From an optimization exercise on the open Yosys and OpenROAD flow, aimed at small area, a short achievable clock period and few clock cycles per item; shortcuts taken in it are not production practice. The RTL was checked by simulation tests, not by an equivalence proof against the original design. No activity file was given, so power comes from the tool's default toggle rates.

--- flow/config.mk ---
export PLATFORM = sky130hd
export DESIGN_NAME = stack_slot_first_fit_allocator
export DESIGN_NICKNAME = stack_slot_first_fit_allocator
export VERILOG_FILES = /design/flow/design.v
export SDC_FILE = /design/flow/constraint.sdc
export NUM_CORES = 4
export LEC_CHECK = 0
export CAP_MARGIN = 20
export CORE_MARGIN = 2
export CORE_UTILIZATION = 35
export SLEW_MARGIN = 20
export SYNTH_MEMORY_MAX_BITS = 8192
--- flow/constraint.sdc ---
create_clock -name core_clock -period 9.0 [get_ports {clk}]
set_input_delay 1.8000 -clock core_clock [delete_from_list [all_inputs] [get_ports {clk}]]
set_output_delay 1.8000 -clock core_clock [all_outputs]
set_load 0.01 [all_outputs]
--- flow/design.v ---
`default_nettype none
package sfa_pkg;
    localparam int DEF_MAX_SCOPES = 16;
    localparam int DEF_MAX_HOLES  = 16;
    localparam int SP_W = 17;
    localparam int HOLE_W = 20;
    localparam logic signed [SP_W-1:0] SP_INIT  = -17'sd8;
    localparam logic signed [SP_W-1:0] SP_FLOOR = -17'sd32768;
    localparam logic signed [15:0]     OFF_SAT  = -16'sd32768;
    localparam logic [3:0] SLOT_BYTES = 4'd8;
    localparam logic [3:0] MIN_SIZE   = 4'd1;
    localparam logic [1:0] OP_ALLOC = 2'd0;
    localparam logic [1:0] OP_OPEN  = 2'd1;
    localparam logic [1:0] OP_CLOSE = 2'd2;
    localparam logic [1:0] KIND_CHAR  = 2'd0;
    localparam logic [1:0] KIND_INT   = 2'd1;
    localparam logic [1:0] KIND_FLOAT = 2'd2;
    localparam logic [1:0] KIND_NONE  = 2'd3;
    localparam logic [2:0] STAT_OK        = 3'd0;
    localparam logic [2:0] STAT_DROPPED   = 3'd1;
    localparam logic [2:0] STAT_EXHAUSTED = 3'd2;
    localparam logic [2:0] STAT_FULL      = 3'd3;
    localparam logic [2:0] STAT_EMPTY     = 3'd4;
    localparam logic [1:0] REG_CHAR_BYTES  = 2'd0;
    localparam logic [1:0] REG_INT_BYTES   = 2'd1;
    localparam logic [1:0] REG_FLOAT_BYTES = 2'd2;
    typedef struct packed {
        logic [1:0] op;
        logic [1:0] var_kind;
    } in_item_t;
    typedef struct packed {
        logic signed [15:0] offset;
        logic [3:0]         granted_bytes;
        logic [2:0]         status;
    } out_item_t;
    typedef struct packed {
        logic signed [15:0] base;
        logic [3:0]         free;
    } hole_t;
    typedef struct packed {
        logic               fit;
        logic signed [15:0] offset;
        logic [3:0]         remain;
    } place_res_t;
    typedef enum logic [2:0] {
        S_IDLE,
        S_LOAD,
        S_SCAN,
        S_SHIFT,
        S_NEW
    } state_t;
endpackage
`default_nettype wire
`default_nettype none
module sfa_ram #(
    parameter int WIDTH = 20,
    parameter int AW    = 8
) (
    input  logic             clk,
    input  logic             we,
    input  logic [AW-1:0]    waddr,
    input  logic [WIDTH-1:0] wdata,
    input  logic [AW-1:0]    raddr,
    output logic [WIDTH-1:0] rdata
);
    logic [WIDTH-1:0] mem [0:(1<<AW)-1];
    logic [WIDTH-1:0] rdata_reg;
    always_ff @(posedge clk)
    begin
        if (we)
        begin
            mem[waddr] <= wdata;
        end
    end
    always_ff @(posedge clk)
    begin
        rdata_reg <= mem[raddr];
    end
    assign rdata = rdata_reg;
endmodule
`default_nettype wire
`default_nettype none
import sfa_pkg::*;
module sfa_place
(
    input  logic signed [SP_W-1:0] base,
    input  logic [3:0]             room,
    input  logic [3:0]             size,
    output sfa_pkg::place_res_t             res
);
    logic signed [SP_W-1:0] raw;
    logic signed [SP_W-1:0] aligned;
    logic                   pow2;
    logic [3:0]             extra;
    logic [3:0]             used;
    always_comb
    begin
        raw     = base + $signed({13'd0, room}) - $signed({13'd0, size});
        pow2    = (size == 4'd2) || (size == 4'd4) || (size == 4'd8);
        extra   = pow2 ? (raw[3:0] & (size - 4'd1)) : 4'd0;
        aligned = raw - $signed({13'd0, extra});
        used    = size + extra;
        res.fit    = (room >= size);
        res.offset = aligned[15:0];
        res.remain = room - used;
    end
endmodule
`default_nettype wire
`default_nettype none
import sfa_pkg::*;
module sfa_ctrl
#(
    parameter int MAX_SCOPES = DEF_MAX_SCOPES,
    parameter int MAX_HOLES  = DEF_MAX_HOLES
) (
    input  logic      clk,
    input  logic      rst_n,
    input  logic      start,
    input  sfa_pkg::in_item_t  cmd,
    input  logic [3:0] req_size,
    output logic      busy,
    output logic      result_valid,
    output sfa_pkg::out_item_t result
);
    localparam int SW = $clog2(MAX_SCOPES);
    localparam int DW = $clog2(MAX_SCOPES + 1);
    localparam int HW = (MAX_HOLES > 1) ? $clog2(MAX_HOLES) : 1;
    localparam int CW = $clog2(MAX_HOLES + 1);
    localparam int SCOPE_W = SP_W + CW;
    sfa_pkg::state_t                 state_reg, state_next;
    logic [DW-1:0]          depth_reg, depth_next;
    logic signed [SP_W-1:0] cur_sp_reg, cur_sp_next;
    logic [CW-1:0]          cur_cnt_reg, cur_cnt_next;
    logic [3:0]             size_reg, size_next;
    logic [CW-1:0]          rd_idx_reg, rd_idx_next;
    logic [HW-1:0]          chk_idx_reg, chk_idx_next;
    logic                   chk_valid_reg, chk_valid_next;
    logic                   res_valid_reg, res_valid_next;
    sfa_pkg::out_item_t              res_reg, res_next;
    logic [SW-1:0]          scope_idx;
    logic                   scope_we;
    logic [SW-1:0]          scope_raddr;
    logic [SCOPE_W-1:0]     scope_rdata;
    logic                   hole_we;
    logic [SW+HW-1:0]       hole_waddr;
    sfa_pkg::hole_t                  hole_wdata;
    logic [SW+HW-1:0]       hole_raddr;
    logic [HOLE_W-1:0] hole_rdata;
    sfa_pkg::hole_t                  hole_rd;
    logic signed [SP_W-1:0] pl_base;
    logic [3:0]             pl_room;
    sfa_pkg::place_res_t             pl_res;
    logic                   issue;
    assign scope_idx   = SW'(depth_reg - DW'(1));
    assign scope_raddr = SW'(depth_reg - DW'(2));
    assign hole_raddr  = {scope_idx, rd_idx_reg[HW-1:0]};
    assign hole_rd     = hole_rdata;
    assign issue       = (rd_idx_reg < cur_cnt_reg);
    sfa_ram #(
        .WIDTH (SCOPE_W),
        .AW    (SW)
    ) u_scope_ram (
        .clk   (clk),
        .we    (scope_we),
        .waddr (scope_idx),
        .wdata ({cur_sp_reg, cur_cnt_reg}),
        .raddr (scope_raddr),
        .rdata (scope_rdata)
    );
    sfa_ram #(
        .WIDTH (HOLE_W),
        .AW    (SW + HW)
    ) u_hole_ram (
        .clk   (clk),
        .we    (hole_we),
        .waddr (hole_waddr),
        .wdata (hole_wdata),
        .raddr (hole_raddr),
        .rdata (hole_rdata)
    );
    always_comb
    begin
        if (state_reg == S_NEW)
        begin
            pl_base = cur_sp_reg;
            pl_room = SLOT_BYTES;
        end
        else
        begin
            pl_base = SP_W'(hole_rd.base);
            pl_room = hole_rd.free;
        end
    end
    sfa_place u_place (
        .base (pl_base),
        .room (pl_room),
        .size (size_reg),
        .res  (pl_res)
    );
    always_ff @(posedge clk or negedge rst_n)
    begin
        if (!rst_n)
        begin
            state_reg     <= S_IDLE;
            depth_reg     <= DW'(1);
            cur_sp_reg    <= SP_INIT;
            cur_cnt_reg   <= '0;
            rd_idx_reg    <= '0;
            chk_idx_reg   <= '0;
            chk_valid_reg <= 1'b0;
            res_valid_reg <= 1'b0;
        end
        else
        begin
            state_reg     <= state_next;
            depth_reg     <= depth_next;
            cur_sp_reg    <= cur_sp_next;
            cur_cnt_reg   <= cur_cnt_next;
            rd_idx_reg    <= rd_idx_next;
            chk_idx_reg   <= chk_idx_next;
            chk_valid_reg <= chk_valid_next;
            res_valid_reg <= res_valid_next;
        end
    end
    always_ff @(posedge clk)
    begin
        size_reg <= size_next;
        res_reg  <= res_next;
    end
    always_comb
    begin
        state_next     = state_reg;
        depth_next     = depth_reg;
        cur_sp_next    = cur_sp_reg;
        cur_cnt_next   = cur_cnt_reg;
        size_next      = size_reg;
        rd_idx_next    = rd_idx_reg;
        chk_idx_next   = chk_idx_reg;
        chk_valid_next = chk_valid_reg;
        res_valid_next = 1'b0;
        res_next       = res_reg;
        scope_we       = 1'b0;
        hole_we        = 1'b0;
        hole_waddr     = {scope_idx, chk_idx_reg};
        hole_wdata     = hole_rd;
        unique case (state_reg)
            S_IDLE:
            begin
                if (start)
                begin
                    size_next      = req_size;
                    res_next       = '0;
                    res_valid_next = 1'b1;
                    unique case (cmd.op)
                        OP_OPEN:
                        begin
                            if (depth_reg >= DW'(MAX_SCOPES))
                            begin
                                res_next.status = STAT_FULL;
                            end
                            else
                            begin
                                scope_we     = (depth_reg != '0);
                                cur_sp_next  = SP_INIT;
                                cur_cnt_next = '0;
                                depth_next   = depth_reg + DW'(1);
                            end
                        end
                        OP_CLOSE:
                        begin
                            if (depth_reg == '0)
                            begin
                                res_next.status = STAT_EMPTY;
                            end
                            else
                            begin
                                res_next.offset = (cur_sp_reg < SP_FLOOR) ?
                                                  OFF_SAT : cur_sp_reg[15:0];
                                depth_next = depth_reg - DW'(1);
                                if (depth_reg >= DW'(2))
                                begin
                                    state_next = S_LOAD;
                                end
                            end
                        end
                        OP_ALLOC:
                        begin
                            if (depth_reg == '0)
                            begin
                                res_next.status = STAT_EMPTY;
                            end
                            else if (cmd.var_kind != KIND_NONE)
                            begin
                                res_valid_next = 1'b0;
                                rd_idx_next    = '0;
                                chk_valid_next = 1'b0;
                                state_next     = S_SCAN;
                            end
                        end
                        default:
                        begin
                            res_next = '0;
                        end
                    endcase
                end
            end
            S_LOAD:
            begin
                {cur_sp_next, cur_cnt_next} = scope_rdata;
                state_next = S_IDLE;
            end
            S_SCAN:
            begin
                if (issue)
                begin
                    rd_idx_next = rd_idx_reg + CW'(1);
                end
                chk_valid_next = issue;
                chk_idx_next   = rd_idx_reg[HW-1:0];
                if (chk_valid_reg && pl_res.fit)
                begin
                    res_valid_next         = 1'b1;
                    res_next.offset        = pl_res.offset;
                    res_next.granted_bytes = size_reg;
                    res_next.status        = STAT_OK;
                    if (pl_res.remain != '0)
                    begin
                        hole_we         = 1'b1;
                        hole_wdata.base = hole_rd.base;
                        hole_wdata.free = pl_res.remain;
                        state_next      = S_IDLE;
                    end
                    else
                    begin
                        state_next = S_SHIFT;
                    end
                end
                else if (!issue)
                begin
                    state_next = S_NEW;
                end
            end
            S_SHIFT:
            begin
                if (issue)
                begin
                    rd_idx_next = rd_idx_reg + CW'(1);
                end
                chk_valid_next = issue;
                chk_idx_next   = rd_idx_reg[HW-1:0];
                if (chk_valid_reg)
                begin
                    hole_we    = 1'b1;
                    hole_waddr = {scope_idx, chk_idx_reg - HW'(1)};
                    hole_wdata = hole_rd;
                end
                else if (!issue)
                begin
                    cur_cnt_next = cur_cnt_reg - CW'(1);
                    state_next   = S_IDLE;
                end
            end
            S_NEW:
            begin
                res_valid_next = 1'b1;
                state_next     = S_IDLE;
                if (cur_sp_reg < SP_FLOOR)
                begin
                    res_next        = '0;
                    res_next.status = STAT_EXHAUSTED;
                end
                else
                begin
                    res_next.offset        = pl_res.offset;
                    res_next.granted_bytes = size_reg;
                    res_next.status        = STAT_OK;
                    if (pl_res.remain != '0)
                    begin
                        if (cur_cnt_reg < CW'(MAX_HOLES))
                        begin
                            hole_we         = 1'b1;
                            hole_waddr      = {scope_idx, cur_cnt_reg[HW-1:0]};
                            hole_wdata.base = cur_sp_reg[15:0];
                            hole_wdata.free = pl_res.remain;
                            cur_cnt_next    = cur_cnt_reg + CW'(1);
                        end
                        else
                        begin
                            res_next.status = STAT_DROPPED;
                        end
                    end
                    cur_sp_next = cur_sp_reg - $signed({13'd0, SLOT_BYTES});
                end
            end
            default:
            begin
                state_next = S_IDLE;
            end
        endcase
    end
    assign busy         = (state_reg != S_IDLE);
    assign result_valid = res_valid_reg;
    assign result       = res_reg;
endmodule
`default_nettype wire
`default_nettype none
import sfa_pkg::*;
module stack_slot_first_fit_allocator
#(
    parameter int MAX_SCOPES = DEF_MAX_SCOPES,
    parameter int MAX_HOLES  = DEF_MAX_HOLES
) (
    input  logic       clk,
    input  logic       rst_n,
    input  logic       start,
    output logic       busy,
    input  logic [3:0]  cmd,
    output logic        result_valid,
    output logic [22:0] result,
    input  logic       cfg_we,
    input  logic [1:0] cfg_addr,
    input  logic [3:0] cfg_wdata
);
    logic [3:0] char_bytes_reg;
    logic [3:0] int_bytes_reg;
    logic [3:0] float_bytes_reg;
    logic [3:0] raw_size;
    logic [3:0] req_size;
    sfa_pkg::in_item_t   cmd_item;
    sfa_pkg::out_item_t  result_item;
    assign cmd_item = cmd;
    assign result   = result_item;
    always_ff @(posedge clk or negedge rst_n)
    begin
        if (!rst_n)
        begin
            char_bytes_reg  <= 4'd1;
            int_bytes_reg   <= 4'd4;
            float_bytes_reg <= 4'd4;
        end
        else if (cfg_we)
        begin
            unique case (cfg_addr)
                REG_CHAR_BYTES:  char_bytes_reg  <= cfg_wdata;
                REG_INT_BYTES:   int_bytes_reg   <= cfg_wdata;
                REG_FLOAT_BYTES: float_bytes_reg <= cfg_wdata;
                default:         ;
            endcase
        end
    end
    always_comb
    begin
        unique case (cmd_item.var_kind)
            KIND_INT:   raw_size = int_bytes_reg;
            KIND_FLOAT: raw_size = float_bytes_reg;
            default:    raw_size = char_bytes_reg;
        endcase
        if (raw_size == 4'd0)
        begin
            req_size = MIN_SIZE;
        end
        else if (raw_size > SLOT_BYTES)
        begin
            req_size = SLOT_BYTES;
        end
        else
        begin
            req_size = raw_size;
        end
    end
    sfa_ctrl #(
        .MAX_SCOPES (MAX_SCOPES),
        .MAX_HOLES  (MAX_HOLES)
    ) u_ctrl (
        .clk          (clk),
        .rst_n        (rst_n),
        .start        (start),
        .cmd          (cmd_item),
        .req_size     (req_size),
        .busy         (busy),
        .result_valid (result_valid),
        .result       (result_item)
    );
endmodule
`default_nettype wire
--- flow/run.sh ---
#!/bin/bash
# synth_recipe.tcl (not shown) runs the flow's synth.tcl, then flattens the netlist and writes it again
# the make line also repeats each setting of config.mk as NAME=value (left out here)
make -C /OpenROAD-flow-scripts/flow DESIGN_CONFIG=/design/flow/config.mk WORK_HOME=/design/flow/orfs CLKGATE_MAP_FILE= SYNTH_SCRIPT=/design/flow/synth_recipe.tcl finish
==> results.py <==
metrics = {
    "timing": {
        "skew_ps": 67.4,
        "rsz0062_at_grt": "no",
        "slew_headroom_pct": 17.3,
        "hold_viol_final": 0,
        "period_share_pct": 93.2,
        "slew_viol_final": 0,
        "worst_pin_slew_ps": 1240,
        "setup-tns-final_ps": 0,
        "setup_slack_ps": 608,
        "setup_violations": 0,
        "post-route-min-period_ps": 8390,
        "clock.fmax_ghz": 0.119,
    },
    "global_routing": {
        "overflow": 0,
        "grt_max_degree": 141,
        "grt_pass1_wl_um": 790000,
        "grt_pass1_vias": 100000,
        "track_usage_pct": 17.6,
        "antenna_found_initial": 63,
    },
    "clock_network": {
        "post_cts_buffers": 0,
        "cts_max_level": 6,
        "holdBufCountCts": 0,
        "cts_buffer_depth": 4,
        "clk_pin_slew_worst_paths_ps": 60,
        "cts_root_buffer": "clkbuf_16",
        "cts_tree": "built",
        "clk_latency_ps": 1080,
        "cts_resized": 0,
        "numCtsBuffers": 558,
        "cts.sink_count": 5594,
    },
    "critical_path": {
        "cp_slowest_cell": "nor3_2",
        "worst_setup_path_start_kind": "flop",
        "crit_type": "flop to flop",
        "max_stage_delay_ps": 1000,
        "path_cells": "or3b_2 -> buf_4 -> nand2_1 -> inv_1 -> fa_1 -> fa_1 -> xor2_1 -> o2111ai_1 -> fa_1 -> ha_1 -> xnor2_1 -> nor3b_1 -> a21oi_4 -> o211ai_1 -> nand2_4 -> nor3_2 -> buf_4",
        "crit_path_end_kind": "flop",
        "cp_max_fo": 32,
        "arrival_ps": 9130,
        "cp.required_ps": 9740,
        "cp_common_cell": "fa_1",
        "r2r_cells": 17,
    },
    "layout": {
        "multi_input_area_mm2": 0.0483,
        "nFillCells": 52700,
        "drive_above_1_share_pct": 34.5,
        "largest_reg_flops": 5120,
        "layout_commonest_cell": "edfxtp_1",
        "final_cell_area_mm2": 0.249,
        "finalNetCount": 9531,
        "area_growth_pct": 15.1,
        "final_cell_mix": "edfxtp_1 (5499), mux4_2 (1810), clkbuf_16 (564)",
        "instances_no_fill": 18100,
        "final-seq-area_mm2": 0.167,
    },
    "drt": {
        "firstDrtPassIters": 9,
        "vias_per_cell": 5.55,
        "initialDrtViolationCount": 13600,
        "top_layer_used": "met5",
        "drc_errors": 0,
        "wl_per_cell_um": 31.3,
        "num_vias": 100000,
        "wl_um": 564000,
        "antenna_left": 0,
        "wl_met2_um": 277000,
        "wl_met1_um": 221000,
        "wl_met3_um": 47300,
    },
    "floorplan": {
        "die_w_um": 790,
        "core_area_mm2": 0.615,
        "initial_utilization_pct": 35.1,
        "io-pin-count": 39,
        "dieArea_mm2": 0.624,
        "die_h_um": 790,
        "num_rows": 288,
    },
    "hold_path": {
        "hold_path_depth": 1,
        "hold_class": "flop to flop",
    },
    "placed_design": {
        "place.gp.congestion": 0.867,
        "place_ws_ps": 771,
        "hpwl_um": 344000,
        "dp_cells": 17000,
        "io_buffers": 38,
        "dpl_cell_area_mm2": 0.230,
    },
    "synth": {
        "syn_avg_cell_area_um2": 24.3,
        "synth_warnings": 5,
        "synthDistinctLibCells": 78,
        "ys_dominant_reg_cell": "edfxtp_1",
        "async_flop_share_pct": 0.947,
        "netlist_area_mm2": 0.216,
        "synth_seq_area_share_pct": 77.4,
        "synth_nets": 8979,
        "synthCells": 8899,
        "ys_ff_latch": 5594,
        "synth_edf_count": 5499,
    },
    "power_and_ir_drop": {
        "pwr-share-clk_pct": 27.5,
        "intPower_mw": 55.4,
        "p_sw_mw": 28.6,
        "power_frac_comb_pct": 31.4,
        "p_per_area_mw_per_mm2": 338,
        "p_sw_share_pct": 34.0,
        "seq_power_share_pct": 41.1,
        "totalPowerFinal_mw": 84.0,
        "p_leak_nw": 74.7,
        "vdd_ir_drop_max_v": 0.000444,
    },
    "run_status": {
        "run_status": "timing/DRC/antenna clean",
    },
    "job": {
        "maxCapViolCount": 0,
    },
}
==> layout make-up <==
type	instances	area share [%]
Clock inverter	337	1.47
Inverter	52	0.0784
Tap cell	8120	4.08
Sequential cell	5594	67.2
Timing Repair Buffer	497	1.85
Multi-Input combinational cell	2748	19.4
Clock buffer	676	5.85
Antenna cell	29	0.0292
==> metal layers <==
| metal | track usage (%) | vias to the layer above |
|---|---|---|
| met5 | 0 | - |
| met4 | 5.31 | 18 |
| met3 | 3.13 | 818 |
| met2 | 29.3 | 4958 |
| met1 | 23.9 | 54700 |
| li1 | - | 39700 |
==> Yosys cell counts, types with 31 or more instances <==
master	instances	area, um^2
a21oi_1	50	250
buf_1	71	267
buf_2	135	676
clkbuf_1	291	1090
dfrtp_1	35	876
dfxtp_1	42	841
edfxtp_1	5499	165000
ha_1	57	713
inv_1	51	191
mux2_2	31	349
mux4_2	1810	40800
nand2_1	96	360
nand3_1	32	160
nor2_1	154	578
nor3_1	207	1040
o21ai_0	48	240
==> logic make-up (layout without fill, tap and decap cells) <==
family                   after synthesis  in the layout  share of synthesized area (%)
XOR/XNOR                              41             41                          0.183
flip-flops                          5594           5594                           77.4
multiplexers                        1852           1852                           19.1
AND/OR/NAND/NOR                      583            583                           1.29
AO/OA/AOI/OAI                        206            206                          0.627
adder cells (fa/ha/maj)               66             66                          0.413
buffers and inverters                557           1562                           1.06
other                                  0             29                              0
==> stage by stage <==
stage	hold slack [ps]	utilization, %
2_1_floorplan	411	-
3_3_place_gp	451	37.4
3_5_place_dp	446	37.4
4_1_cts	464	40.4
5_1_grt	482	40.4
6_report	465	40.4
==> final timing paths <==
kind                                                         start                                       end  slack, ps
max                                u_ctrl.state_reg[2]$_DFFE_PN0P_  u_ctrl.u_hole_ram.mem[140][11]$_DFFE_PP_        610
min                        u_ctrl.u_scope_ram.rdata_reg[7]$_DFF_P_          u_ctrl.cur_sp_reg[2]$_DFFE_PN0P_        460
max reg2reg                        u_ctrl.state_reg[2]$_DFFE_PN0P_  u_ctrl.u_hole_ram.mem[140][11]$_DFFE_PP_        610
min reg2reg                u_ctrl.u_scope_ram.rdata_reg[7]$_DFF_P_          u_ctrl.cur_sp_reg[2]$_DFFE_PN0P_        460
max in group asynchronous                                    rst_n           u_ctrl.depth_reg[1]$_DFFE_PN0P_       7470
min in group asynchronous                                    rst_n            u_ctrl.res_valid_reg$_DFF_PN0_        860
==> worst max-delay path, delay by kind of cell, from the launching register on <==
family                   cells  cell delay, ps
AO/OA/AOI/OAI                3            1060
XOR/XNOR                     2             470
adder cells (fa/ha/maj)      4            1820
buffers and inverters        3             720
flip-flops                   1             690
AND/OR/NAND/NOR              5            3260
==> power groups by stage <==
stage	clock network (mW)	logic [mW]	registers, mW
after floorplan	0	14.0	34.9
after global placement	0	26.0	35.0
after detailed placement	0	26.5	35.0
after CTS	23.5	26.5	34.5
after global routing	24.5	27.4	34.5
final	23.1	26.4	34.5
Testbench counts, summed over its fixed seeds: cycles 58,414, items 19,200.

==> static timing again, ports no longer ideal <==
No port has a modelled driver above. Below, the same layout with a new extraction and two added sets of constraints.
Step 1 (the two cells are an assumption about what drives the block):
set clk [get_ports {clk}]
set_driving_cell -lib_cell sky130_fd_sc_hd__clkbuf_16 $clk
set_driving_cell -lib_cell sky130_fd_sc_hd__buf_2 [delete_from_list [all_inputs] $clk]
Step 2 moves the port delays by t, midway between the first and last clock arrival at a register: inputs arrive t later, outputs are due t later. That takes back most of the time a late clock gives input paths.
Slacks: ideal / step 1 / step 2; pairs: ideal / step 1.
t, ns: 1.198
setup WS [ns]: 0.608 / 0.608 / 0.608
clock arrival spread, ns: 0.090 / 0.091
slew at the worst register clock pin (ns): 0.07 / 0.07
After both steps setup and hold are still met in this run. The setup slack of this run moves by 0.000 ns with the drivers and by 0.000 ns with both steps.
